Background: an optimization exercise with open tools, aiming at small area, a short achievable clock period and few clock cycles per item. Do not read the settings as production practice.
Function was checked by simulation only, so behaviour that the tests miss may differ from the original.

==> flow/design.v <==
`default_nettype none
package aes_pkg;
	localparam int unsigned AES_NB = 4;
	localparam int unsigned AES_NR = 10;
	localparam int unsigned AES_BLOCK_W = 128;
	localparam int unsigned AES_WORD_W = 32;
	localparam int unsigned AES_BYTE_W = 8;
	typedef logic [AES_BYTE_W-1:0] aes_byte_t;
	typedef logic [AES_WORD_W-1:0] aes_word_t;
	typedef logic [$clog2(AES_NR+1)-1:0] aes_round_t;
	localparam aes_byte_t AES_RCON_INIT = 8'h01;
	localparam aes_byte_t AES_REDUCE = 8'h1b;
	typedef logic [AES_BLOCK_W-1:0] aes_block_u;
	function automatic aes_byte_t aes_xtime(input aes_byte_t b);
		aes_byte_t shifted;
		shifted = {b[AES_BYTE_W-2:0], 1'b0};
		aes_xtime = b[AES_BYTE_W-1] ? (shifted ^ AES_REDUCE) : shifted;
	endfunction
endpackage
`default_nettype wire
`default_nettype none
module aes_sbox_a (
	input  wire [7:0]  byte_i,
	output wire [17:0] mid_o
);
	wire U0, U1, U2, U3, U4, U5, U6, U7;
	assign {U0, U1, U2, U3, U4, U5, U6, U7} = byte_i;
	wire T1, T2, T3, T4, T5, T6, T7, T8, T9, T10;
	wire T11, T12, T13, T14, T15, T16, T17, T18, T19, T20;
	wire T21, T22, T23, T24, T25, T26, T27, M1, M2, M3;
	wire M4, M5, M6, M7, M8, M9, M10, M11, M12, M13;
	wire M14, M15, M16, M17, M18, M19, M20, M21, M22, M23;
	wire M24, M25, M26, M27, M28, M29, M30, M31, M32, M33;
	wire M34, M35, M36, M37, M38, M39, M40, M41, M42, M43;
	wire M44;
	aes_xor2 g0 (.a(U0), .b(U3), .y(T1));
	aes_xor2 g1 (.a(U0), .b(U5), .y(T2));
	aes_xor2 g2 (.a(U0), .b(U6), .y(T3));
	aes_xor2 g3 (.a(U3), .b(U5), .y(T4));
	aes_xor2 g4 (.a(U4), .b(U6), .y(T5));
	aes_xor2 g5 (.a(T1), .b(T5), .y(T6));
	aes_xor2 g6 (.a(U1), .b(U2), .y(T7));
	aes_xor2 g7 (.a(U7), .b(T6), .y(T8));
	aes_xor2 g8 (.a(U7), .b(T7), .y(T9));
	aes_xor2 g9 (.a(T6), .b(T7), .y(T10));
	aes_xor2 g10 (.a(U1), .b(U5), .y(T11));
	aes_xor2 g11 (.a(U2), .b(U5), .y(T12));
	aes_xor2 g12 (.a(T3), .b(T4), .y(T13));
	aes_xor2 g13 (.a(T6), .b(T11), .y(T14));
	aes_xor2 g14 (.a(T5), .b(T11), .y(T15));
	aes_xor2 g15 (.a(T5), .b(T12), .y(T16));
	aes_xor2 g16 (.a(T9), .b(T16), .y(T17));
	aes_xor2 g17 (.a(U3), .b(U7), .y(T18));
	aes_xor2 g18 (.a(T7), .b(T18), .y(T19));
	aes_xor2 g19 (.a(T1), .b(T19), .y(T20));
	aes_xor2 g20 (.a(U6), .b(U7), .y(T21));
	aes_xor2 g21 (.a(T7), .b(T21), .y(T22));
	aes_xor2 g22 (.a(T2), .b(T22), .y(T23));
	aes_xor2 g23 (.a(T2), .b(T10), .y(T24));
	aes_xor2 g24 (.a(T20), .b(T17), .y(T25));
	aes_xor2 g25 (.a(T3), .b(T16), .y(T26));
	aes_xor2 g26 (.a(T1), .b(T12), .y(T27));
	aes_nand2 g27 (.a(T13), .b(T6), .y(M1));
	aes_nand2 g28 (.a(T23), .b(T8), .y(M2));
	aes_xnor2 g29 (.a(T14), .b(M1), .y(M3));
	aes_nand2 g30 (.a(T19), .b(U7), .y(M4));
	aes_xor2 g31 (.a(M4), .b(M1), .y(M5));
	aes_nand2 g32 (.a(T3), .b(T16), .y(M6));
	aes_nand2 g33 (.a(T22), .b(T9), .y(M7));
	aes_xnor2 g34 (.a(T26), .b(M6), .y(M8));
	aes_nand2 g35 (.a(T20), .b(T17), .y(M9));
	aes_xor2 g36 (.a(M9), .b(M6), .y(M10));
	aes_nand2 g37 (.a(T1), .b(T15), .y(M11));
	aes_nand2 g38 (.a(T4), .b(T27), .y(M12));
	aes_xor2 g39 (.a(M12), .b(M11), .y(M13));
	aes_nand2 g40 (.a(T2), .b(T10), .y(M14));
	aes_xor2 g41 (.a(M14), .b(M11), .y(M15));
	aes_xnor2 g42 (.a(M3), .b(M2), .y(M16));
	aes_xor2 g43 (.a(M5), .b(T24), .y(M17));
	aes_xnor2 g44 (.a(M8), .b(M7), .y(M18));
	aes_xor2 g45 (.a(M10), .b(M15), .y(M19));
	aes_xor2 g46 (.a(M16), .b(M13), .y(M20));
	aes_xor2 g47 (.a(M17), .b(M15), .y(M21));
	aes_xor2 g48 (.a(M18), .b(M13), .y(M22));
	aes_xor2 g49 (.a(M19), .b(T25), .y(M23));
	aes_xnor2 g50 (.a(M22), .b(M23), .y(M24));
	aes_nand2 g51 (.a(M22), .b(M20), .y(M25));
	aes_xor2 g52 (.a(M21), .b(M25), .y(M26));
	aes_xnor2 g53 (.a(M20), .b(M21), .y(M27));
	aes_xor2 g54 (.a(M23), .b(M25), .y(M28));
	aes_nor2 g55 (.a(M28), .b(M27), .y(M29));
	aes_nor2 g56 (.a(M26), .b(M24), .y(M30));
	aes_nand2 g57 (.a(M20), .b(M23), .y(M31));
	aes_nor2 g58 (.a(M27), .b(M31), .y(M32));
	aes_xor2 g59 (.a(M27), .b(M25), .y(M33));
	aes_nand2 g60 (.a(M21), .b(M22), .y(M34));
	aes_nor2 g61 (.a(M24), .b(M34), .y(M35));
	aes_xor2 g62 (.a(M24), .b(M25), .y(M36));
	aes_xor2 g63 (.a(M21), .b(M29), .y(M37));
	aes_xor2 g64 (.a(M32), .b(M33), .y(M38));
	aes_xor2 g65 (.a(M23), .b(M30), .y(M39));
	aes_xor2 g66 (.a(M35), .b(M36), .y(M40));
	aes_xor2 g67 (.a(M38), .b(M40), .y(M41));
	aes_xor2 g68 (.a(M37), .b(M39), .y(M42));
	aes_xor2 g69 (.a(M37), .b(M38), .y(M43));
	aes_xor2 g70 (.a(M39), .b(M40), .y(M44));
	assign mid_o = {M37, M38, M39, M40, M41, M42, M43, M44, T10, T13, T15, T16, T2, T20, T23, T4, T8, U7};
endmodule
module aes_sbox_ak (
	input  wire [7:0]  byte_i,
	output wire [13:0] mid_o
);
	wire U0, U1, U2, U3, U4, U5, U6, U7;
	assign {U0, U1, U2, U3, U4, U5, U6, U7} = byte_i;
	wire T1, T2, T3, T4, T5, T6, T7, T8, T9, T10;
	wire T11, T12, T13, T14, T15, T16, T17, T18, T19, T20;
	wire T21, T22, T23, T24, T25, T26, T27, M1, M2, M3;
	wire M4, M5, M6, M7, M8, M9, M10, M11, M12, M13;
	wire M14, M15, M16, M17, M18, M19, M20, M21, M22, M23;
	wire M24, M25, M26, M27, M28, M29, M30, M31, M32, M33;
	wire M34, M35, M36, M37, M38, M39, M40, M41, M42, M43;
	wire M44;
	aes_xor2 g0 (.a(U0), .b(U3), .y(T1));
	aes_xor2 g1 (.a(U0), .b(U5), .y(T2));
	aes_xor2 g2 (.a(U0), .b(U6), .y(T3));
	aes_xor2 g3 (.a(U3), .b(U5), .y(T4));
	aes_xor2 g4 (.a(U4), .b(U6), .y(T5));
	aes_xor2 g5 (.a(T1), .b(T5), .y(T6));
	aes_xor2 g6 (.a(U1), .b(U2), .y(T7));
	aes_xor2 g7 (.a(U7), .b(T6), .y(T8));
	aes_xor2 g8 (.a(U7), .b(T7), .y(T9));
	aes_xor2 g9 (.a(T6), .b(T7), .y(T10));
	aes_xor2 g10 (.a(U1), .b(U5), .y(T11));
	aes_xor2 g11 (.a(U2), .b(U5), .y(T12));
	aes_xor2 g12 (.a(T3), .b(T4), .y(T13));
	aes_xor2 g13 (.a(T6), .b(T11), .y(T14));
	aes_xor2 g14 (.a(T5), .b(T11), .y(T15));
	aes_xor2 g15 (.a(T5), .b(T12), .y(T16));
	aes_xor2 g16 (.a(T9), .b(T16), .y(T17));
	aes_xor2 g17 (.a(U3), .b(U7), .y(T18));
	aes_xor2 g18 (.a(T7), .b(T18), .y(T19));
	aes_xor2 g19 (.a(T1), .b(T19), .y(T20));
	aes_xor2 g20 (.a(U6), .b(U7), .y(T21));
	aes_xor2 g21 (.a(T7), .b(T21), .y(T22));
	aes_xor2 g22 (.a(T2), .b(T22), .y(T23));
	aes_xor2 g23 (.a(T2), .b(T10), .y(T24));
	aes_xor2 g24 (.a(T20), .b(T17), .y(T25));
	aes_xor2 g25 (.a(T3), .b(T16), .y(T26));
	aes_xor2 g26 (.a(T1), .b(T12), .y(T27));
	aes_nand2 g27 (.a(T13), .b(T6), .y(M1));
	aes_nand2 g28 (.a(T23), .b(T8), .y(M2));
	aes_xnor2 g29 (.a(T14), .b(M1), .y(M3));
	aes_nand2 g30 (.a(T19), .b(U7), .y(M4));
	aes_xor2 g31 (.a(M4), .b(M1), .y(M5));
	aes_nand2 g32 (.a(T3), .b(T16), .y(M6));
	aes_nand2 g33 (.a(T22), .b(T9), .y(M7));
	aes_xnor2 g34 (.a(T26), .b(M6), .y(M8));
	aes_nand2 g35 (.a(T20), .b(T17), .y(M9));
	aes_xor2 g36 (.a(M9), .b(M6), .y(M10));
	aes_nand2 g37 (.a(T1), .b(T15), .y(M11));
	aes_nand2 g38 (.a(T4), .b(T27), .y(M12));
	aes_xor2 g39 (.a(M12), .b(M11), .y(M13));
	aes_nand2 g40 (.a(T2), .b(T10), .y(M14));
	aes_xor2 g41 (.a(M14), .b(M11), .y(M15));
	aes_xnor2 g42 (.a(M3), .b(M2), .y(M16));
	aes_xor2 g43 (.a(M5), .b(T24), .y(M17));
	aes_xnor2 g44 (.a(M8), .b(M7), .y(M18));
	aes_xor2 g45 (.a(M10), .b(M15), .y(M19));
	aes_xor2 g46 (.a(M16), .b(M13), .y(M20));
	aes_xor2 g47 (.a(M17), .b(M15), .y(M21));
	aes_xor2 g48 (.a(M18), .b(M13), .y(M22));
	aes_xor2 g49 (.a(M19), .b(T25), .y(M23));
	aes_xnor2 g50 (.a(M22), .b(M23), .y(M24));
	aes_nand2 g51 (.a(M22), .b(M20), .y(M25));
	aes_xor2 g52 (.a(M21), .b(M25), .y(M26));
	aes_xnor2 g53 (.a(M20), .b(M21), .y(M27));
	aes_xor2 g54 (.a(M23), .b(M25), .y(M28));
	aes_nor2 g55 (.a(M28), .b(M27), .y(M29));
	aes_nor2 g56 (.a(M26), .b(M24), .y(M30));
	aes_nand2 g57 (.a(M20), .b(M23), .y(M31));
	aes_nor2 g58 (.a(M27), .b(M31), .y(M32));
	aes_xor2 g59 (.a(M27), .b(M25), .y(M33));
	aes_nand2 g60 (.a(M21), .b(M22), .y(M34));
	aes_nor2 g61 (.a(M24), .b(M34), .y(M35));
	aes_xor2 g62 (.a(M24), .b(M25), .y(M36));
	aes_xor2 g63 (.a(M21), .b(M29), .y(M37));
	aes_xor2 g64 (.a(M32), .b(M33), .y(M38));
	aes_xor2 g65 (.a(M23), .b(M30), .y(M39));
	aes_xor2 g66 (.a(M35), .b(M36), .y(M40));
	aes_xor2 g67 (.a(M38), .b(M40), .y(M41));
	aes_xor2 g68 (.a(M37), .b(M39), .y(M42));
	aes_xor2 g69 (.a(M37), .b(M38), .y(M43));
	aes_xor2 g70 (.a(M39), .b(M40), .y(M44));
	assign mid_o = {M37, M38, M39, M40, M41, M42, M43, M44, T13, T17, T23, T27, T8, T9};
endmodule
module aes_sbox_b (
	input  wire [17:0] mid_i,
	output wire [7:0]  byte_o
);
	wire M37, M38, M39, M40, M41, M42, M43, M44, T10, T13;
	wire T15, T16, T2, T20, T23, T4, T8, U7;
	assign {M37, M38, M39, M40, M41, M42, M43, M44, T10, T13, T15, T16, T2, T20, T23, T4, T8, U7} = mid_i;
	wire R0, R1, R2, R3, R4, R5, R6, R7;
	wire M45, M46, M47, M48, M49, M50, M51, M52, M53, M54;
	wire M55, M56, M57, M58, M59, M60, M61, M62, M63, L0;
	wire L1, L2, L3, L4, L5, L6, L7, L8, L9, L10;
	wire L11, L12, L13, L14, L15, L16, L17, L18, L19, L20;
	wire L21, L22, L23, L24, L25, L26, L27, L28, L29, S0;
	wire S1, S2, S3, S4, S5, S6, S7;
	aes_xor2 g0 (.a(T2), .b(T4), .y(R0));
	aes_xor2 g1 (.a(T13), .b(T4), .y(R1));
	aes_xor2 g2 (.a(T8), .b(U7), .y(R2));
	aes_xor2 g3 (.a(T10), .b(T8), .y(R3));
	aes_xor2 g4 (.a(T15), .b(U7), .y(R4));
	aes_xor2 g5 (.a(T13), .b(T23), .y(R5));
	aes_xor2 g6 (.a(T2), .b(T23), .y(R6));
	aes_xor2 g7 (.a(T10), .b(T15), .y(R7));
	aes_xor2 g8 (.a(M42), .b(M41), .y(M45));
	aes_nand2 g9 (.a(M44), .b(R2), .y(M46));
	aes_nand2 g10 (.a(M40), .b(T8), .y(M47));
	aes_nand2 g11 (.a(M39), .b(U7), .y(M48));
	aes_nand2 g12 (.a(M43), .b(T16), .y(M49));
	aes_nand2 g13 (.a(M38), .b(R3), .y(M50));
	aes_nand2 g14 (.a(M37), .b(R4), .y(M51));
	aes_nand2 g15 (.a(M42), .b(T15), .y(M52));
	aes_nand2 g16 (.a(M45), .b(R7), .y(M53));
	aes_nand2 g17 (.a(M41), .b(T10), .y(M54));
	aes_nand2 g18 (.a(M44), .b(T13), .y(M55));
	aes_nand2 g19 (.a(M40), .b(T23), .y(M56));
	aes_nand2 g20 (.a(M39), .b(R5), .y(M57));
	aes_nand2 g21 (.a(M43), .b(R1), .y(M58));
	aes_nand2 g22 (.a(M38), .b(R6), .y(M59));
	aes_nand2 g23 (.a(M37), .b(T20), .y(M60));
	aes_nand2 g24 (.a(M42), .b(R0), .y(M61));
	aes_nand2 g25 (.a(M45), .b(T4), .y(M62));
	aes_nand2 g26 (.a(M41), .b(T2), .y(M63));
	aes_xor2 g27 (.a(M61), .b(M62), .y(L0));
	aes_xor2 g28 (.a(M50), .b(M56), .y(L1));
	aes_xor2 g29 (.a(M46), .b(M48), .y(L2));
	aes_xor2 g30 (.a(M47), .b(M55), .y(L3));
	aes_xor2 g31 (.a(M54), .b(M58), .y(L4));
	aes_xor2 g32 (.a(M49), .b(M61), .y(L5));
	aes_xnor2 g33 (.a(M62), .b(L5), .y(L6));
	aes_xnor2 g34 (.a(M46), .b(L3), .y(L7));
	aes_xor2 g35 (.a(M51), .b(M59), .y(L8));
	aes_xor2 g36 (.a(M52), .b(M53), .y(L9));
	aes_xnor2 g37 (.a(M53), .b(L4), .y(L10));
	aes_xnor2 g38 (.a(M60), .b(L2), .y(L11));
	aes_xor2 g39 (.a(M48), .b(M51), .y(L12));
	aes_xnor2 g40 (.a(M50), .b(L0), .y(L13));
	aes_xor2 g41 (.a(M52), .b(M61), .y(L14));
	aes_xnor2 g42 (.a(M55), .b(L1), .y(L15));
	aes_xnor2 g43 (.a(M56), .b(L0), .y(L16));
	aes_xnor2 g44 (.a(M57), .b(L1), .y(L17));
	aes_xnor2 g45 (.a(M58), .b(L8), .y(L18));
	aes_xnor2 g46 (.a(M63), .b(L4), .y(L19));
	aes_xor2 g47 (.a(L0), .b(L1), .y(L20));
	aes_xor2 g48 (.a(L1), .b(L7), .y(L21));
	aes_xor2 g49 (.a(L3), .b(L12), .y(L22));
	aes_xor2 g50 (.a(L18), .b(L2), .y(L23));
	aes_xor2 g51 (.a(L15), .b(L9), .y(L24));
	aes_xor2 g52 (.a(L6), .b(L10), .y(L25));
	aes_xor2 g53 (.a(L7), .b(L9), .y(L26));
	aes_xor2 g54 (.a(L8), .b(L10), .y(L27));
	aes_xor2 g55 (.a(L11), .b(L14), .y(L28));
	aes_xor2 g56 (.a(L11), .b(L17), .y(L29));
	aes_xor2 g57 (.a(L6), .b(L24), .y(S0));
	aes_xnor2 g58 (.a(L16), .b(L26), .y(S1));
	aes_xnor2 g59 (.a(L19), .b(L28), .y(S2));
	aes_xor2 g60 (.a(L6), .b(L21), .y(S3));
	aes_xor2 g61 (.a(L20), .b(L22), .y(S4));
	aes_xor2 g62 (.a(L25), .b(L29), .y(S5));
	aes_xnor2 g63 (.a(L13), .b(L27), .y(S6));
	aes_xnor2 g64 (.a(L6), .b(L23), .y(S7));
	assign byte_o = {S0, S1, S2, S3, S4, S5, S6, S7};
endmodule
module aes_sbox_bk (
	input  wire [21:0] mid_i,
	output wire [7:0]  byte_o
);
	wire M37, M38, M39, M40, M41, M42, M43, M44, T13, T17;
	wire T23, T27, T8, T9, U0, U1, U2, U3, U4, U5;
	wire U6, U7;
	assign {M37, M38, M39, M40, M41, M42, M43, M44, T13, T17, T23, T27, T8, T9, U0, U1, U2, U3, U4, U5, U6, U7} = mid_i;
	wire R0, R1, R2, R3, R4, R5, R6, R7, R8, R9;
	wire R10;
	wire M45, M46, M47, M48, M49, M50, M51, M52, M53, M54;
	wire M55, M56, M57, M58, M59, M60, M61, M62, M63, L0;
	wire L1, L2, L3, L4, L5, L6, L7, L8, L9, L10;
	wire L11, L12, L13, L14, L15, L16, L17, L18, L19, L20;
	wire L21, L22, L23, L24, L25, L26, L27, L28, L29, S0;
	wire S1, S2, S3, S4, S5, S6, S7;
	aes_xor2 g0 (.a(U0), .b(U3), .y(R0));
	aes_xor2 g1 (.a(U0), .b(U5), .y(R1));
	aes_xor2 g2 (.a(U0), .b(U6), .y(R2));
	aes_xor2 g3 (.a(U3), .b(U5), .y(R3));
	aes_xor2 g4 (.a(T8), .b(U7), .y(R4));
	aes_xor2 g5 (.a(T8), .b(T9), .y(R5));
	aes_xor2 g6 (.a(T17), .b(U7), .y(R6));
	aes_xor2 g7 (.a(T17), .b(T9), .y(R7));
	aes_xor2 g8 (.a(T13), .b(T23), .y(R8));
	aes_xor2 g9 (.a(T9), .b(U0), .y(R9));
	aes_xor2 g10 (.a(T9), .b(U6), .y(R10));
	aes_xor2 g11 (.a(M42), .b(M41), .y(M45));
	aes_nand2 g12 (.a(M44), .b(R4), .y(M46));
	aes_nand2 g13 (.a(M40), .b(T8), .y(M47));
	aes_nand2 g14 (.a(M39), .b(U7), .y(M48));
	aes_nand2 g15 (.a(M43), .b(R7), .y(M49));
	aes_nand2 g16 (.a(M38), .b(T9), .y(M50));
	aes_nand2 g17 (.a(M37), .b(T17), .y(M51));
	aes_nand2 g18 (.a(M42), .b(R6), .y(M52));
	aes_nand2 g19 (.a(M45), .b(T27), .y(M53));
	aes_nand2 g20 (.a(M41), .b(R5), .y(M54));
	aes_nand2 g21 (.a(M44), .b(T13), .y(M55));
	aes_nand2 g22 (.a(M40), .b(T23), .y(M56));
	aes_nand2 g23 (.a(M39), .b(R8), .y(M57));
	aes_nand2 g24 (.a(M43), .b(R2), .y(M58));
	aes_nand2 g25 (.a(M38), .b(R10), .y(M59));
	aes_nand2 g26 (.a(M37), .b(R9), .y(M60));
	aes_nand2 g27 (.a(M42), .b(R0), .y(M61));
	aes_nand2 g28 (.a(M45), .b(R3), .y(M62));
	aes_nand2 g29 (.a(M41), .b(R1), .y(M63));
	aes_xor2 g30 (.a(M61), .b(M62), .y(L0));
	aes_xor2 g31 (.a(M50), .b(M56), .y(L1));
	aes_xor2 g32 (.a(M46), .b(M48), .y(L2));
	aes_xor2 g33 (.a(M47), .b(M55), .y(L3));
	aes_xor2 g34 (.a(M54), .b(M58), .y(L4));
	aes_xor2 g35 (.a(M49), .b(M61), .y(L5));
	aes_xnor2 g36 (.a(M62), .b(L5), .y(L6));
	aes_xnor2 g37 (.a(M46), .b(L3), .y(L7));
	aes_xor2 g38 (.a(M51), .b(M59), .y(L8));
	aes_xor2 g39 (.a(M52), .b(M53), .y(L9));
	aes_xnor2 g40 (.a(M53), .b(L4), .y(L10));
	aes_xnor2 g41 (.a(M60), .b(L2), .y(L11));
	aes_xor2 g42 (.a(M48), .b(M51), .y(L12));
	aes_xnor2 g43 (.a(M50), .b(L0), .y(L13));
	aes_xor2 g44 (.a(M52), .b(M61), .y(L14));
	aes_xnor2 g45 (.a(M55), .b(L1), .y(L15));
	aes_xnor2 g46 (.a(M56), .b(L0), .y(L16));
	aes_xnor2 g47 (.a(M57), .b(L1), .y(L17));
	aes_xnor2 g48 (.a(M58), .b(L8), .y(L18));
	aes_xnor2 g49 (.a(M63), .b(L4), .y(L19));
	aes_xor2 g50 (.a(L0), .b(L1), .y(L20));
	aes_xor2 g51 (.a(L1), .b(L7), .y(L21));
	aes_xor2 g52 (.a(L3), .b(L12), .y(L22));
	aes_xor2 g53 (.a(L18), .b(L2), .y(L23));
	aes_xor2 g54 (.a(L15), .b(L9), .y(L24));
	aes_xor2 g55 (.a(L6), .b(L10), .y(L25));
	aes_xor2 g56 (.a(L7), .b(L9), .y(L26));
	aes_xor2 g57 (.a(L8), .b(L10), .y(L27));
	aes_xor2 g58 (.a(L11), .b(L14), .y(L28));
	aes_xor2 g59 (.a(L11), .b(L17), .y(L29));
	aes_xor2 g60 (.a(L6), .b(L24), .y(S0));
	aes_xnor2 g61 (.a(L16), .b(L26), .y(S1));
	aes_xnor2 g62 (.a(L19), .b(L28), .y(S2));
	aes_xor2 g63 (.a(L6), .b(L21), .y(S3));
	aes_xor2 g64 (.a(L20), .b(L22), .y(S4));
	aes_xor2 g65 (.a(L25), .b(L29), .y(S5));
	aes_xnor2 g66 (.a(L13), .b(L27), .y(S6));
	aes_xnor2 g67 (.a(L6), .b(L23), .y(S7));
	assign byte_o = {S0, S1, S2, S3, S4, S5, S6, S7};
endmodule
module aes_xor2 (
	input  wire a,
	input  wire b,
	output wire y
);
	assign y = a ^ b;
endmodule
module aes_xnor2 (
	input  wire a,
	input  wire b,
	output wire y
);
	assign y = ~(a ^ b);
endmodule
module aes_nand2 (
	input  wire a,
	input  wire b,
	output wire y
);
	assign y = ~(a & b);
endmodule
module aes_nor2 (
	input  wire a,
	input  wire b,
	output wire y
);
	assign y = ~(a | b);
endmodule
`default_nettype wire
`default_nettype none
module aes_xorv #(
	parameter int W = 8
) (
	input  wire [W-1:0] a,
	input  wire [W-1:0] b,
	output wire [W-1:0] y
);
	assign y = a ^ b;
endmodule
module aes_andnv #(
	parameter int W = 8
) (
	input  wire [W-1:0] a,
	input  wire         s,
	output wire [W-1:0] y
);
	assign y = a & ~{W{s}};
endmodule
module aes_xtime (
	input  wire [7:0] a,
	output wire [7:0] y
);
	aes_xorv #(.W(3)) red_i (
		.a({a[3], a[2], a[0]}),
		.b({3{a[7]}}),
		.y({y[4], y[3], y[1]})
	);
	assign {y[7], y[6], y[5], y[2], y[0]} = {a[6], a[5], a[4], a[1], a[7]};
endmodule
module aes_mix_column (
	input  wire [31:0] col_i,
	output wire [31:0] col_o
);
	wire [7:0] a [4];
	wire [7:0] p [4];    
	wire [7:0] x [4];    
	wire [7:0] q [4];    
	for (genvar i = 0; i < 4; i++) begin : g_col
		assign a[i] = col_i[31-8*i -: 8];
		aes_xorv #(.W(8)) p_i (.a(a[i]), .b(a[(i + 1) % 4]), .y(p[i]));
		aes_xtime x_i (.a(p[i]), .y(x[i]));
		aes_xorv #(.W(8)) q_i (.a(a[(i + 1) % 4]), .b(p[(i + 2) % 4]), .y(q[i]));
		aes_xorv #(.W(8)) o_i (.a(q[i]), .b(x[i]), .y(col_o[31-8*i -: 8]));
	end
endmodule
module aes_round (
	input  wire aes_pkg::aes_block_u sub_i,
	input  wire aes_pkg::aes_block_u round_key_i,
	output aes_pkg::aes_block_u      state_o,
	output aes_pkg::aes_block_u      final_o
);
	aes_pkg::aes_block_u shift_state;
	aes_pkg::aes_block_u mix_state;
	always_comb begin
		for (int c = 0; c < 4; c++) begin
			for (int r = 0; r < 4; r++) begin
				shift_state[127-8*(4*c + r) -: 8] = sub_i[127-8*(4*((c + r) % 4) + r) -: 8];
			end
		end
	end
	for (genvar c = 0; c < 4; c++) begin : g_mix
		aes_mix_column mix_i (
			.col_i(shift_state[127-32*c -: 32]),
			.col_o(mix_state[127-32*c -: 32])
		);
	end
	assign state_o = mix_state;
	aes_xorv #(.W(128)) fin_i (.a(shift_state), .b(round_key_i), .y(final_o));
endmodule
`default_nettype wire
`default_nettype none
module aes_key_expander (
	input  wire aes_pkg::aes_block_u key_i,
	input  wire aes_pkg::aes_byte_t  rcon_i,
	input  wire aes_pkg::aes_word_t  sub_i,
	output aes_pkg::aes_block_u      key_o
);
	aes_pkg::aes_word_t w0;
	aes_pkg::aes_word_t w01;
	aes_pkg::aes_word_t w23;
	aes_pkg::aes_block_u early;
	assign w0 = key_i[127:96] ^ {rcon_i, 24'h000000};
	assign w01 = w0 ^ key_i[95:64];
	assign w23 = key_i[63:32] ^ key_i[31:0];
	assign early = {w0, w01, w01 ^ key_i[63:32], w01 ^ w23};
	aes_xorv #(.W(128)) sub_x (.a(early), .b({4{sub_i}}), .y(key_o));
endmodule
`default_nettype wire
`default_nettype none
module aes128_enc (
	input  wire                      clock_clk_i,
	input  wire                      arst_n_i,
	input  wire                      in_req_i,
	output logic                     in_ack_o,
	input  wire aes_pkg::aes_block_u plaintext_i,
	input  wire aes_pkg::aes_block_u key_i,
	output logic                     out_req_o,
	input  wire                      out_ack_i,
	output aes_pkg::aes_block_u      ciphertext_o
);
	logic ack_q;
	logic                a_valid_q;
	logic                a_parked_q;
	logic                a_first_q;
	aes_pkg::aes_byte_t  a_rcon_q;
	aes_pkg::aes_block_u a_state_q;
	aes_pkg::aes_block_u a_key_q;
	logic                b_valid_q;
	logic                b_parked_q;
	logic                b_first_q;
	aes_pkg::aes_byte_t  b_rcon_q;
	logic [16*18-1:0]    b_mid_q;
	aes_pkg::aes_block_u b_key_q;
	logic [4*14-1:0]     b_kmid_q;
	logic                capture_q;
	logic                deliver_q;
	logic                park_q;
	logic                out_full_q;
	logic                out_req_q;
	aes_pkg::aes_block_u ct_q;
	logic [16*18-1:0]    mid;
	logic [4*14-1:0]     kmid;
	aes_pkg::aes_block_u sub_state;
	aes_pkg::aes_word_t  key_sub;
	aes_pkg::aes_block_u round_key;
	aes_pkg::aes_block_u mix_state;
	aes_pkg::aes_block_u final_out;
	aes_pkg::aes_block_u mix_kept;
	aes_pkg::aes_block_u whitened;
	aes_pkg::aes_block_u add_key;
	aes_pkg::aes_block_u state_next;
	logic other_parked;
	logic out_full_next;
	logic n_done;
	logic n_deliver;
	logic n_park;
	logic n_capture;
	assign other_parked = a_valid_q && a_parked_q;
	assign out_full_next = deliver_q || (out_full_q && (out_req_q || out_ack_i));
	assign n_done = a_valid_q && (a_parked_q || a_rcon_q == 8'h36);
	assign n_deliver = n_done && !out_full_next && (!park_q || (a_parked_q && a_first_q));
	assign n_park = n_done && !n_deliver;
	assign n_capture = in_req_i && !ack_q && !capture_q && (!a_valid_q || n_deliver);
	for (genvar i = 0; i < 16; i++) begin : g_sbox
		aes_sbox_a sbox_i (
			.byte_i(a_state_q[127-8*i -: 8]),
			.mid_o (mid[18*i +: 18])
		);
	end
	for (genvar i = 0; i < 4; i++) begin : g_ksbox
		aes_sbox_ak sbox_i (
			.byte_i(a_key_q[127-8*(12 + (i + 1) % 4) -: 8]),
			.mid_o (kmid[14*i +: 14])
		);
	end
	for (genvar i = 0; i < 16; i++) begin : g_sbox_out
		aes_sbox_b sbox_i (
			.mid_i (b_mid_q[18*i +: 18]),
			.byte_o(sub_state[127-8*i -: 8])
		);
	end
	for (genvar i = 0; i < 4; i++) begin : g_ksbox_out
		aes_sbox_bk sbox_i (
			.mid_i ({b_kmid_q[14*i +: 14], b_key_q[127-8*(12 + (i + 1) % 4) -: 8]}),
			.byte_o(key_sub[31-8*i -: 8])
		);
	end
	aes_key_expander key_expander_i (
		.key_i (b_key_q),
		.rcon_i(b_rcon_q),
		.sub_i (key_sub),
		.key_o (round_key)
	);
	aes_round round_i (
		.sub_i      (sub_state),
		.round_key_i(round_key),
		.state_o    (mix_state),
		.final_o    (final_out)
	);
	aes_andnv #(.W(128)) mix_kept_i (.a(mix_state), .s(capture_q), .y(mix_kept));
	aes_xorv #(.W(128)) whiten_i (.a(plaintext_i), .b(key_i), .y(whitened));
	assign add_key = capture_q ? whitened : round_key;
	aes_xorv #(.W(128)) ark_i (.a(mix_kept), .b(add_key), .y(state_next));
	always_ff @(posedge clock_clk_i or negedge arst_n_i) begin
		if (!arst_n_i) begin
			ack_q <= 1'b0;
			a_valid_q <= 1'b0;
			a_parked_q <= 1'b0;
			a_first_q <= 1'b0;
			b_valid_q <= 1'b0;
			b_parked_q <= 1'b0;
			b_first_q <= 1'b0;
			capture_q <= 1'b0;
			deliver_q <= 1'b0;
			park_q <= 1'b0;
			out_full_q <= 1'b0;
			out_req_q <= 1'b0;
		end else begin
			if (capture_q) begin
				ack_q <= 1'b1;
			end else if (!in_req_i) begin
				ack_q <= 1'b0;
			end
			a_valid_q <= capture_q || (b_valid_q && !deliver_q);
			a_parked_q <= park_q;
			a_first_q <= park_q && (b_first_q || !other_parked);
			b_valid_q <= a_valid_q;
			b_parked_q <= a_parked_q;
			b_first_q <= a_first_q;
			capture_q <= n_capture;
			deliver_q <= n_deliver;
			park_q <= n_park;
			if (deliver_q) begin
				out_req_q <= 1'b1;
			end else if (out_ack_i) begin
				out_req_q <= 1'b0;
			end
			out_full_q <= out_full_next;
		end
	end
	always_ff @(posedge clock_clk_i) begin
		a_state_q <= state_next;
		if (capture_q) begin
			a_key_q <= key_i;
			a_rcon_q <= 8'h01;
		end else begin
			if (park_q) begin
				a_key_q <= b_parked_q ? b_key_q : final_out;
			end else begin
				a_key_q <= round_key;
			end
			a_rcon_q <= aes_pkg::aes_xtime(b_rcon_q);
		end
		b_mid_q <= mid;
		b_key_q <= a_key_q;
		b_kmid_q <= kmid;
		b_rcon_q <= a_rcon_q;
		if (deliver_q) begin
			ct_q <= b_parked_q ? b_key_q : final_out;
		end
	end
	assign in_ack_o = ack_q;
	assign out_req_o = out_req_q;
	assign ciphertext_o = ct_q;
endmodule
`default_nettype wire
==> flow/flow/run.sh <==
#!/bin/bash
# Standard layout (the standard.sh, unchanged synthesis) with the
# resizer asked for more setup margin than the 10 ns clock needs, so that it
# sizes up the slow XOR chains, and plain buffers on the ports; the clock
# period and constraints are the standard flow's.
cp standard.sh standard_sh.log
export SETUP_SLACK_MARGIN=6.6
export BUFFER_PORTS_ARGS="-buffer_cell sky130_fd_sc_hd__buf_2"
bash standard.sh > standard.log 2>&1
==> flow/standard.sh <==
#!/bin/bash
# synth_recipe.tcl (not shown) runs the flow's synth.tcl, then flattens the netlist and writes it again
# the make line also repeats each setting of config.mk as NAME=value (left out here)
make -C /OpenROAD-flow-scripts/flow DESIGN_CONFIG=/design/flow/config.mk WORK_HOME=/design/flow/orfs CLKGATE_MAP_FILE= SYNTH_SCRIPT=/design/flow/synth_recipe.tcl "${@:-finish}"
==> flow/config.mk <==
export PLATFORM = sky130hd
export DESIGN_NAME = aes128_enc
export DESIGN_NICKNAME = aes128_enc
export VERILOG_FILES = /design/flow/design.v
export SDC_FILE = /design/flow/constraint.sdc
export NUM_CORES = 4
export LEC_CHECK = 0
export CAP_MARGIN = 20
export CORE_MARGIN = 2
export CORE_UTILIZATION = 40
export SLEW_MARGIN = 20
export SYNTH_HIERARCHICAL = 1
==> flow/constraint.sdc <==
create_clock -name core_clock -period 10.0 [get_ports {clock_clk_i}]
set_input_delay 2.0000 -clock core_clock [delete_from_list [all_inputs] [get_ports {clock_clk_i}]]
set_output_delay 2.0000 -clock core_clock [all_outputs]
set_load 0.01 [all_outputs]
==> results.rst, run 1 <==
.. list-table::
   :header-rows: 1

   * - Metric
     - Value
   * - Wire length per cell after detailed routing
     - 23.0 um
   * - Commonest non-fill, non-tap cell in the layout
     - sky130_fd_sc_hd__xor2_1
   * - CTS Buf Count
     - 98
   * - Count of cell types in the netlist
     - 35
   * - Port buffer count
     - approximately 390
   * - Half-perimeter wire length after detailed placement
     - between 150000 and 200000 um
   * - Share of layout cells above drive strength 1
     - between 20% and 30%
   * - Run status
     - complete, no violations
   * - Top_reg_cell synth
     - sky130_fd_sc_hd__dfxtp_1
   * - Largest stage delay, worst path
     - roughly 0.55 ns
   * - Routability congestion estimate from global placement
     - 0.954
   * - Share of the synthesized area in the top cell type
     - 37.3%
   * - Min Clock Period, post-route
     - about 3.5 ns
   * - Hold/Removal Path Class
     - reg -> reg
   * - Die X
     - between 300 and 400 um
   * - Antenna violations before repair
     - 12
   * - Worst Hold Margin
     - just over 0.3 ns
   * - Overall die height
     - roughly 400 um
   * - Final clock period utilization by the worst path
     - a little over a third
   * - Pin count of the biggest net entering global routing
     - about 160
   * - Total negative slack
     - 0 ns
   * - Crit path launch type
     - flop
   * - Core Footprint
     - 152000 um^2
   * - Sink count of the clock tree
     - 884
   * - Remaining antenna violation count after routing
     - 0
   * - Worst clock skew on the final layout
     - between 0.03 and 0.04 ns
   * - Commonest non-fill, non-tap cells in the layout
     - sky130_fd_sc_hd__xor2_1, sky130_fd_sc_hd__nand2_1, sky130_fd_sc_hd__dfxtp_1, sky130_fd_sc_hd__xnor2_1, sky130_fd_sc_hd__buf_2
   * - Count of filler cells inserted in the layout
     - roughly 14000
   * - DR pass1 iterations
     - 5
   * - Worst-path fanout max
     - 1
   * - CTS H-Tree Depth
     - 3
   * - Overflow after GRT
     - 0
   * - Portion of the post-synthesis area used by sequential elements
     - a little over 30%
   * - Crit. End Element
     - output pin
   * - Total via count after detailed routing
     - ~39000
   * - Critical Path, Cell by Cell
     - buf_2
   * - Endpoint arrival time on the critical path
     - 1.49 ns
   * - Number of flip-flops and latches in the synthesized netlist
     - 884
   * - Clock Path Buffers
     - 3
   * - Fraction of synthesis flops using an asynchronous set or reset pin
     - around 1.4%
   * - Slew of the pin with the lowest slew margin
     - 1.18 ns
   * - Vias per std cell
     - ~4.7
   * - Crit path buf inv count
     - 1
   * - Slowest stage cell on the critical path
     - sky130_fd_sc_hd__edfxtp_1
   * - Global-route usage over all layers
     - between 20% and 30%
   * - Post-synthesis net count
     - around 6400
   * - Netlist Area Pre-Place
     - ~61000 um^2
   * - Effective utilization at floorplan
     - about two fifths
   * - Number of standard cells after synthesis
     - about 6200
   * - Insertion delay to the later sink of the worst-skew pair
     - about 0.73 ns
   * - Worst setup path category
     - reg -> out
   * - Standard-cell row count
     - ~140
   * - Number of nets in the final layout
     - roughly 6400
   * - Iteration-0 DRC Markers
     - about 2700
   * - Final hold violations
     - 0
   * - Worst rel slew slack
     - between 20% and 30%
   * - Number of top-level design ports
     - between 300 and 400
   * - Routed wire length
     - 190000 um
   * - Total Die Area
     - 156000 um^2
   * - Endpoint required time on the critical path
     - 8.00 ns
   * - Synth-to-Final Area Change
     - 12.7%
   * - Via count of the first global-routing pass
     - 38929
   * - RSZ-0062 raised after global routing
     - true
   * - CTS Root Buffer Type
     - sky130_fd_sc_hd__clkbuf_16
   * - Wire length of the first global-routing pass
     - approximately 270000 um
   * - Number of enable-type register cells in the synthesized netlist
     - between 100 and 150
   * - Avg Synthesized Cell Area
     - between 9 and 10 um^2
   * - Cell taking the most area after synthesis
     - sky130_fd_sc_hd__xor2_1
   * - Drt drc
     - 0
   * - Number of maximum-capacitance constraint violations
     - 0
   * - Cell family with most CP delay
     - flip-flops
   * - Yosys warnings
     - 9
   * - Worst-path clk slew
     - approximately 0.07 ns
   * - Fmax
     - 0.287 GHz
   * - Clock tree from TritonCTS
     - yes
   * - Setup violators final
     - 0
   * - Final number of max-transition violations
     - 0
   * - Area contributors post-synth
     - sky130_fd_sc_hd__xor2_1, sky130_fd_sc_hd__dfxtp_1, sky130_fd_sc_hd__buf_4, sky130_fd_sc_hd__xnor2_1, sky130_fd_sc_hd__edfxtp_1
stage by stage:
stage | utilization [%] | std cells | cell area [um^2] | setup slack (ns)
floorplan | - | 6168 | 61200 | 6.83
global placement | 40.3 | 7974 | 61200 | 6.06
detailed placement | 40.3 | 7974 | 61200 | 6.09
CTS | 43.5 | 8167 | 66000 | 6.49
global route | 45.4 | 8242 | 69000 | 6.50
finish | 45.4 | 8246 | 69000 | 6.51
layout make-up:
class                      count  area, um^2  area share (%)
antenna                        4        10.0          0.0145
clock buffer                 135        2890            4.19
clock inverter                50         548           0.794
inverter                      28         105           0.152
multi-input combinational   4585       40600            58.9
sequential                   884       19100            27.7
tap                         2030        2540            3.68
timing repair buffer         530        3170            4.60
repair_timing:
item | 4_1_cts | 5_1_grt
resized for setup | 172 | 320
pin swaps | 7 | 76
endpoints found under the setup margin | 319 | 313
buffers inserted | 8 | 75
hold buffers | 0 | 0
synthesized netlist by cell type (21+ instances only):
cell type                  instances
sky130_fd_sc_hd__buf_2            21
sky130_fd_sc_hd__dfxtp_1         744
sky130_fd_sc_hd__o21ai_1         120
sky130_fd_sc_hd__inv_1            28
sky130_fd_sc_hd__mux2_2          136
sky130_fd_sc_hd__mux2i_1         128
sky130_fd_sc_hd__mux2_4          120
sky130_fd_sc_hd__edfxtp_1        128
sky130_fd_sc_hd__buf_4           615
sky130_fd_sc_hd__xnor3_1          32
sky130_fd_sc_hd__xnor2_1         467
sky130_fd_sc_hd__nand2_1         729
sky130_fd_sc_hd__xor2_1         2604
sky130_fd_sc_hd__nor2b_1         133
sky130_fd_sc_hd__nor2_1           85
Yosys stat by module, one instance, submodules excluded, excerpt:
| module | copies in the design | cells inside | flops+latches | cell area [um^2] |
|---|---|---|---|---|
| aes128_enc | 1 | 1630 | 884 | 25600 |
| aes_sbox_ak | 4 | 14 | 0 | 105 |
| aes_xor2 | 1652 | 1 | 0 | 8.76 |
| aes_sbox_a | 16 | 18 | 0 | 135 |
| aes_xtime | 16 | 5 | 0 | 37.5 |
| aes_key_expander | 1 | 136 | 0 | 1570 |
| aes_sbox_bk | 4 | 8 | 0 | 60.1 |
metal layers:
layer	vias to the layer above	wire (um)	global-route usage, %
met1	18977	84500	31.9
met2	1134	84800	36.8
met4	0	9990	11.3
met5	-	0	0
li1	18367	-	-
met3	272	10500	2.64
state kept, by name, summed over array words and instances (netlist names):
signal	cells
out_full_q	1
b_kmid_q	56
a_rcon_q	8
b_valid_q	1
b_mid_q	288
a_first_q	1
a_valid_q	1
a_parked_q	1
deliver_q	1
a_state_q	128
ack_q	1
capture_q	1
b_first_q	1
out_req_q	1
a_key_q	128
park_q	1
b_key_q	128
ct_q	128
b_parked_q	1
b_rcon_q	8
logic make-up (layout without fill, tap and decap cells):
group / Yosys count / count (layout) / share of synthesized area [%]
AOI/OAI and AO/OA: 136 / 136 / 1.14
xor gates and xnor gates: 3111 / 3111 / 45.3
buffers and inverters: 699 / 743 / 8.45
DFF: 884 / 884 / 31.1
muxes: 384 / 384 / 7.54
other: 0 / 4 / 0
and+or+nand+nor: 954 / 954 / 6.43
final timing paths:
kind | startpoint | depth (start not counted) | slack [ns] | to
hold reg to reg | a_key_q[108] | 0 | 0.31 | b_key_q[108]
max in group asynchronous | arst_n_i | 1 | 8.61 | park_q
min in group asynchronous | arst_n_i | 1 | 1.14 | a_first_q
setup / recovery | ct_q[21] | 1 | 6.51 | ciphertext_o[21]
setup reg to reg | b_key_q[18] | 11 | 6.68 | a_key_q[27]
hold / removal | a_key_q[108] | 0 | 0.31 | b_key_q[108]
Testbench counts, summed over its fixed seeds: cycles 3,880, items 384.
==> run 2, diff against run 1 <==
--- a/flow/flow/run.sh
+++ b/flow/flow/run.sh
@@ -6,3 +6,3 @@
 cp standard.sh standard_sh.log
-export SETUP_SLACK_MARGIN=6.6
+export SETUP_SLACK_MARGIN=6.5
 export BUFFER_PORTS_ARGS="-buffer_cell sky130_fd_sc_hd__buf_2"
==> run 2 against run 1 <==
Net effect: setup slack worse by 0.018 ns; routed wire length down 0.69%; first-iteration DRC count rose by 2.5%; clock-buffer cell count is the same; critical endpoint is now ciphertext_o[117]; final cell count down 0.72%; non-clock buffer count fell by 60; highest routed layer unchanged; sequential share of layout area up 0.68 points.
==> results.rst, run 2 <==
.. list-table::
   :header-rows: 1

   * - Metric
     - Value
   * - Cell taking the most area after synthesis
     - sky130_fd_sc_hd__xor2_1
   * - Cell family with most CP delay
     - flip-flops
   * - Remaining antenna violation count after routing
     - 0
   * - Crit. End Element
     - output pin
   * - Die X
     - 395 um
   * - Count of cell types in the netlist
     - 35
   * - Minimum setup slack after placement
     - between 6 and 7 ns
   * - Worst-path clk slew
     - around 0.070 ns
   * - Yosys warnings
     - 9
   * - Highest layer used for signal routing
     - met4
   * - Commonest non-fill, non-tap cell in the layout
     - sky130_fd_sc_hd__xor2_1
   * - Detail Route met2 WL
     - roughly 84000 um
   * - Share of the synthesized area in the top cell type
     - around 37%
   * - CTS Buf Count
     - slightly below 100
   * - Cell types with the highest counts after synthesis
     - sky130_fd_sc_hd__xor2_1, sky130_fd_sc_hd__dfxtp_1, sky130_fd_sc_hd__nand2_1, sky130_fd_sc_hd__buf_4, sky130_fd_sc_hd__xnor2_1
   * - Worst-path fanout max
     - 1
   * - Top_reg_cell synth
     - sky130_fd_sc_hd__dfxtp_1
   * - Total Die Area
     - 156000 um^2
   * - Fraction of synthesis flops using an asynchronous set or reset pin
     - under 10%
   * - Overflow after GRT
     - 0
   * - Effective utilization at floorplan
     - approximately 40%
   * - Synth-to-Final Area Change
     - 9.76%
   * - CTS Hold Buffers Added
     - 0
   * - Netlist Area Pre-Place
     - between 60000 and 70000 um^2
   * - Routability congestion estimate from global placement
     - approximately 0.95
   * - Min Clock Period, post-route
     - about 3.5 ns
   * - Endpoint arrival time on the critical path
     - 1.51 ns
   * - Slowest stage cell on the critical path
     - sky130_fd_sc_hd__edfxtp_1
   * - Sink count of the clock tree
     - between 800 and 900
   * - Cell with the most instances after synthesis
     - sky130_fd_sc_hd__xor2_1
   * - RSZ-0062 raised after global routing
     - true
   * - Pin count of the biggest net entering global routing
     - between 150 and 200
   * - Flip-flop count of the largest register, all copies and words added
     - about 290
   * - R2R setup slack
     - between 6 and 7 ns
   * - Standard-cell row count
     - roughly 140
   * - DR pass1 iterations
     - 5
   * - CTS H-Tree Depth
     - 3
   * - Terminating pin of the worst hold path
     - b_key_q[108]
   * - Critical Path, Cell by Cell
     - buf_2
   * - Wire length per cell after detailed routing
     - about 23 um
   * - Worst Hold Margin
     - 0.310 ns
   * - Total via count after detailed routing
     - between 30000 and 40000
   * - Iteration-0 DRC Markers
     - between 2000 and 3000
   * - Fmax
     - between 0.2 and 0.3 GHz
   * - Worst Hold Depth
     - 0
   * - Run status
     - complete, no violations
   * - Worst-case reg-to-reg path depth
     - 11
   * - Post-synthesis net count
     - about 6400
   * - Worst clock skew on the final layout
     - about 0.038 ns
   * - Largest stage delay, worst path
     - ~0.56 ns
   * - Routed wire length
     - 189000 um
   * - Global-route usage over all layers
     - between 20% and 30%
   * - Vias per std cell
     - ~4.7
   * - Number of enable-type register cells in the synthesized netlist
     - about 130
   * - Worst setup path category
     - reg -> out
   * - Number of maximum-capacitance constraint violations
     - 0
   * - Clock tree from TritonCTS
     - yes
   * - Crit path buf inv count
     - 1
   * - Antenna violations before repair
     - 11
   * - Number of nets in the final layout
     - ~6300
   * - Hold/Removal Path Class
     - reg -> reg
   * - Number of flip-flops and latches in the synthesized netlist
     - 884
   * - Capturing point of the worst reg2reg path
     - a_state_q[16]
   * - Startpoint of the tightest hold check path
     - a_key_q[108]
   * - Overall die height
     - between 300 and 400 um
   * - Drt drc
     - 0
   * - Total negative slack
     - 0 ns
   * - Clock Path Buffers
     - 3
   * - Half-perimeter wire length after detailed placement
     - approximately 150000 um
   * - Worst rel slew slack
     - between 20% and 30%
   * - Core Footprint
     - 152000 um^2
   * - Final number of max-transition violations
     - 0
   * - Endpoint required time on the critical path
     - 8.00 ns
   * - Portion of the post-synthesis area used by sequential elements
     - about 31%
   * - Commonest non-fill, non-tap cells in the layout
     - sky130_fd_sc_hd__xor2_1, sky130_fd_sc_hd__nand2_1, sky130_fd_sc_hd__dfxtp_1, sky130_fd_sc_hd__xnor2_1, sky130_fd_sc_hd__buf_2
   * - Setup violators final
     - 0
   * - Wire length of the first global-routing pass
     - around 270000 um
   * - Number of standard cells after synthesis
     - roughly 6200
   * - Via count of the first global-routing pass
     - just under 40000
   * - Critical R2R Launch
     - b_mid_q[223]
   * - Slew of the pin with the lowest slew margin
     - approximately 1.2 ns
   * - Routed metal-1 wire length
     - roughly 85000 um
   * - Avg Synthesized Cell Area
     - between 9 and 10 um^2
   * - Final hold violations
     - 0
   * - Number of top-level design ports
     - slightly below 400
   * - Port buffer count
     - ~390
   * - Final clock period utilization by the worst path
     - around a third
   * - Crit path launch type
     - flop
   * - CTS Root Buffer Type
     - sky130_fd_sc_hd__clkbuf_16
   * - Area contributors post-synth
     - sky130_fd_sc_hd__xor2_1, sky130_fd_sc_hd__dfxtp_1, sky130_fd_sc_hd__buf_4, sky130_fd_sc_hd__xnor2_1, sky130_fd_sc_hd__edfxtp_1
   * - Met3 wire length
     - around 10000 um
   * - Worst-case setup margin in the final layout
     - between 6 and 7 ns
   * - Insertion delay to the later sink of the worst-skew pair
     - 0.73 ns
   * - Largest register by flop count
     - b_mid_q
   * - Share of layout cells above drive strength 1
     - 19.4%
## run 2: cell counts after synthesis
Identical to the previous run, type by type.
## run 2: cell type report
cell class                 count  area [um^2]
inverter                      28          105
antenna                        5         12.5
fill                       14345        84700
clock inverter                50          548
multi-input combinational   4585        39400
timing repair buffer         470         2640
clock buffer                 135         2890
tap                         2030         2540
sequential                   884        19100
## run 2: cell families after synthesis
logic type / count (synthesis) / synth area share, %
muxes: 384 / 7.54
DFF: 884 / 31.1
xor gates and xnor gates: 3111 / 45.3
and+or+nand+nor: 954 / 6.43
AOI/OAI and AO/OA: 136 / 1.14
buffers and inverters: 699 / 8.45
## run 2: what timing repair did
| action | 4_1_cts | 5_1_grt |
|---|---|---|
| pin swaps | 1 | 24 |
| endpoints found under the setup margin | 161 | 262 |
| gates resized for setup | 91 | 221 |
| buffers inserted | 0 | 23 |
## run 2: worst max-delay path by stage
stage | from | to | cells past startpoint
after floorplan | a_state_q[87] | b_mid_q[100] | 12
after global placement | b_key_q[15] | a_key_q[82] | 11
after detailed placement | b_key_q[15] | a_key_q[82] | 11
after CTS | b_mid_q[63] | a_state_q[87] | 11
after global routing | b_key_q[15] | a_key_q[113] | 11
final | ct_q[117] | ciphertext_o[117] | 1
## run 2: modules after synthesis (local to each module, per instance), excerpt
module / cells / area, um^2 / copies in the design
aes_nand2: 1 / 3.75 / 600
aes_sbox_ak: 14 / 105 / 4
aes_key_expander: 136 / 1570 / 1
aes_xnor2: 1 / 8.76 / 400
aes_sbox_b: 8 / 60.1 / 16
aes_nor2: 1 / 3.75 / 80
aes_xtime: 5 / 37.5 / 16
aes128_enc: 1630 / 25600 / 1
aes_xor2: 1 / 8.76 / 1652
aes_sbox_bk: 8 / 60.1 / 4
aes_sbox_a: 18 / 135 / 16
## run 2: through the flow
step | util, % | std cells | instance area, um^2
floorplan | - | 6168 | 61200
global placement | 40.3 | 7974 | 61200
detailed placement | 40.3 | 7974 | 61200
CTS | 43.0 | 8159 | 65300
global route | 44.2 | 8182 | 67200
finish | 44.2 | 8187 | 67200
## run 2: layer usage
metal / global-route usage (%) / vias to the layer above
met3: 2.74 / 267
met5: 0 / -
met4: 11.1 / 0
met2: 36.8 / 1111
li1: - / 18308
met1: 31.8 / 18740

## port drivers added, routing unchanged
The results above use ideal ports. As a check the final layouts listed here were re-extracted and re-timed, cells and wires unchanged.
Step 1 sets driving cells, clkbuf_16 on the clock port and buf_2 on the other inputs (assumed; they add their load-dependent delay and slew).
Step 2 also shifts input and output timing later by t, the mid clock arrival at the registers, as if the neighbouring blocks saw the same clock.
a / b / c = ideal / step 1 / step 2; a / b = the first two.
run	t (ns)	setup WS [ns]	worst data-port slew with drivers (ns)	cell pins on the clock port's net
run 1	0.796	6.513 / 6.429 / 6.472	0.06	1
run 2	0.800	6.495 / 6.407 / 6.468	0.06	1
After both steps every run listed still meets setup and hold. The setup slack of run 1, which loses most, moves by -0.084 ns with the drivers and by -0.041 ns with both steps.
